Background: an optimization exercise with open tools, aiming at small area and a short achievable clock period. Do not read the settings as production practice. The RTL was checked by simulation tests, not by an equivalence proof against the original design. Power is estimated from default activity; no workload was simulated.

## 12-22
==> module mac_row, before the edit <==
module mac_row (
    input  logic                            clock,
    input  logic                            rst,
    input  logic                            v1,
    input  logic                            f1,
    input  logic                            l1,
    input  logic [7:0]                      neg1,
    input  logic [7:0]                      one1,
    input  logic [7:0]                      two1,
    input  logic [127:0]                    w1,
    input  logic [127:0]                    bias,
    output logic                            pv3,
    output logic [7:0][SUM_WID-1:0]         acc
);
    logic                          v2, f2, l2;
    logic [7:0][SUM_WID-1:0]       ps, pc, ps2, pc2;
    logic [127:0]                  bias_r;
    for (genvar i = 0; i < 8; i++) begin : g_lane
        booth_mul u_mul (
            .neg (neg1),
            .one (one1),
            .two (two1),
            .w   (w1[16*i +: 16]),
            .ps  (ps[i]),
            .pc  (pc[i])
        );
    end
    always_ff @(posedge clock) begin
        if (rst) begin
            v2 <= 1'b0;
        end else begin
            v2 <= v1;
        end
    end
    always_ff @(posedge clock) begin
        f2  <= f1;
        l2  <= l1;
        ps2 <= ps;
        pc2 <= pc;
        bias_r <= bias;
    end
    always_ff @(posedge clock) begin
        if (rst) begin
            pv3 <= 1'b0;
        end else begin
            pv3 <= v2 && l2;
        end
    end
    for (genvar i = 0; i < 8; i++) begin : g_acc
        logic [SUM_WID-1:0] base, xs, xc;
        assign base = f2 ? SUM_WID'($signed(bias_r[16*i +: 16])) : acc[i];
        assign xs   = base ^ ps2[i] ^ pc2[i];
        assign xc   = ((base & ps2[i]) | (pc2[i] & (base ^ ps2[i]))) << 1;
        always_ff @(posedge clock) begin
            if (v2) begin
                acc[i] <= xs + xc;
            end
        end
    end
endmodule
==> module glb_writer, before the edit <==
module glb_writer (
    input  logic                  clock,
    input  logic                  rst,
    input  logic [ADDR_WID-1:0]   of_base_addr,
    input  logic [ADDR_WID-1:0]   of_page_length,
    input  logic                  pv4,
    input  logic                  e4,
    input  logic                  t4,
    input  logic [127:0]          q4,
    output logic                  of_wr_en,
    output logic [ADDR_WID-1:0]   of_wr_addr,
    output logic [127:0]          of_wr_data,
    output logic                  tile_done
);
    logic                nf;         
    logic                peor;       
    logic [ADDR_WID-1:0] row_base;   
    logic [ADDR_WID-1:0] ax, ay, an;
    logic [ADDR_WID-1:0] base_r, page_r;
    always_ff @(posedge clock) begin
        base_r <= of_base_addr;
        page_r <= of_page_length;
    end
    assign ax = nf ? base_r : (peor ? row_base : of_wr_addr);
    assign ay = nf ? '0 : (peor ? page_r : ADDR_WID'(1));
    assign an = ax + ay;
    always_ff @(posedge clock) begin
        if (rst) begin
            of_wr_en  <= 1'b0;
            tile_done <= 1'b0;
            nf        <= 1'b1;
        end else begin
            of_wr_en  <= pv4;
            tile_done <= pv4 && t4;
            if (pv4) begin
                nf <= t4;
            end
        end
    end
    always_ff @(posedge clock) begin
        of_wr_data <= q4;
        if (pv4) begin
            peor       <= e4;
            of_wr_addr <= an;
            if (nf || peor) begin
                row_base <= an;
            end
        end
    end
endmodule
export LEC_CHECK = 0
export CAP_MARGIN = 20
export CORE_MARGIN = 2
export CORE_UTILIZATION = 40
export SLEW_MARGIN = 20
create_clock -name core_clock -period 9.0 [get_ports {clock}]
run.sh (not shown) runs the stock make flow with config.mk's settings and CLKGATE_MAP_FILE= SYNTH_SCRIPT=/design/flow/synth_recipe.tcl, a recipe that flattens the netlist after the stock synthesis.
Modified inputs, 05-05 compared to 12-22
==> flow/design.v, changed modules only <==
module mac_row (
    input  logic                            clock,
    input  logic                            rst,
    input  logic                            v1,
    input  logic                            f1,
    input  logic                            l1,
    input  logic [7:0]                      neg1,
    input  logic [7:0]                      one1,
    input  logic [7:0]                      two1,
    input  logic [127:0]                    w1,
    input  logic [127:0]                    bias,
    output logic                            pv3,
    output logic [7:0][SUM_WID-1:0]         acc
);
    logic                          v2, f2, l2;
    logic [7:0][SUM_WID-1:0]       ps, pc, ps2, pc2;
    for (genvar i = 0; i < 8; i++) begin : g_lane
        booth_mul u_mul (
            .neg (neg1),
            .one (one1),
            .two (two1),
            .w   (w1[16*i +: 16]),
            .ps  (ps[i]),
            .pc  (pc[i])
        );
    end
    always_ff @(posedge clock) begin
        if (rst) begin
            v2 <= 1'b0;
        end else begin
            v2 <= v1;
        end
    end
    always_ff @(posedge clock) begin
        f2  <= f1;
        l2  <= l1;
        ps2 <= ps;
        pc2 <= pc;
    end
    always_ff @(posedge clock) begin
        if (rst) begin
            pv3 <= 1'b0;
        end else begin
            pv3 <= v2 && l2;
        end
    end
    for (genvar i = 0; i < 8; i++) begin : g_acc
        logic [SUM_WID-1:0] base, xs, xc;
        assign base = f2 ? SUM_WID'($signed(bias[16*i +: 16])) : acc[i];
        assign xs   = base ^ ps2[i] ^ pc2[i];
        assign xc   = ((base & ps2[i]) | (pc2[i] & (base ^ ps2[i]))) << 1;
        always_ff @(posedge clock) begin
            if (v2) begin
                acc[i] <= xs + xc;
            end
        end
    end
endmodule
module glb_writer (
    input  logic                  clock,
    input  logic                  rst,
    input  logic [ADDR_WID-1:0]   of_base_addr,
    input  logic [ADDR_WID-1:0]   of_page_length,
    input  logic                  pv4,
    input  logic                  e4,
    input  logic                  t4,
    input  logic [127:0]          q4,
    output logic                  of_wr_en,
    output logic [ADDR_WID-1:0]   of_wr_addr,
    output logic [127:0]          of_wr_data,
    output logic                  tile_done
);
    logic                nf;         
    logic                peor;       
    logic [ADDR_WID-1:0] row_base;   
    logic [ADDR_WID-1:0] ax, ay, an;
    assign ax = nf ? of_base_addr : (peor ? row_base : of_wr_addr);
    assign ay = nf ? '0 : (peor ? of_page_length : ADDR_WID'(1));
    assign an = ax + ay;
    always_ff @(posedge clock) begin
        if (rst) begin
            of_wr_en  <= 1'b0;
            tile_done <= 1'b0;
            nf        <= 1'b1;
        end else begin
            of_wr_en  <= pv4;
            tile_done <= pv4 && t4;
            if (pv4) begin
                nf <= t4;
            end
        end
    end
    always_ff @(posedge clock) begin
        of_wr_data <= q4;
        if (pv4) begin
            peor       <= e4;
            of_wr_addr <= an;
            if (nf || peor) begin
                row_base <= an;
            end
        end
    end
endmodule
Notes after the runs:
05-05 gives less register-to-register path setup slack than 12-22 did. Delta (05-05 minus 12-22): shortest clock period the worst path allows after layout higher, final cell count without fillers fell by 236, detail-routed via count per cell went up. Detailed placer's ending HPWL was higher in the run labelled 12-22. Status: complex-gate fraction of the synthesized area parity (12-22, 05-05). When the final numbers for 05-05 and 12-22 were put side by side, the non-clock buffer count turned out to be greater in 12-22. Post-route standard cell area excluding fillers in 05-05 vs 12-22: down 3400 um2. Relative to 12-22, weighted congestion at the end of routability-driven global placement has decreased by about 2.1% in 05-05. 05-05 has flip-flop and latch count below what 12-22 had. Delta (05-05 minus 12-22): worst hold slack higher, combinational share of power higher.

what the ideal ports hide:
No port has a modelled driver above. Below, the same layouts with a new extraction and two added sets of constraints. Step 1 sets driving cells, clkbuf_16 on the clock port and buf_2 on the other inputs (assumed; they add their load-dependent delay and slew). Step 2 adds t to the input delays and takes it off the output delays; t is the mean of the earliest and latest rising clock arrival at the registers after step 1. Input paths then give back, and output paths get back, about the clock's delay inside the block. Three values: no drivers, after step 1, after step 2; two values: the first two.
run	shift t [ns]	slack for setup (ns)	worst setup path at the end	slew at the worst register clock pin (ns)	cell pins on the clock port's net
12-22	0.947	3.345 / 3.345 / 3.345	register to register	0.07 / 0.07	1
05-05	0.926	3.178 / 3.178 / 2.443	input to register	0.07 / 0.07	1
After both steps setup and hold are still met in every run listed. The setup slack of 05-05, which loses most, moves by 0.000 ns with the drivers and by -0.735 ns with both steps.
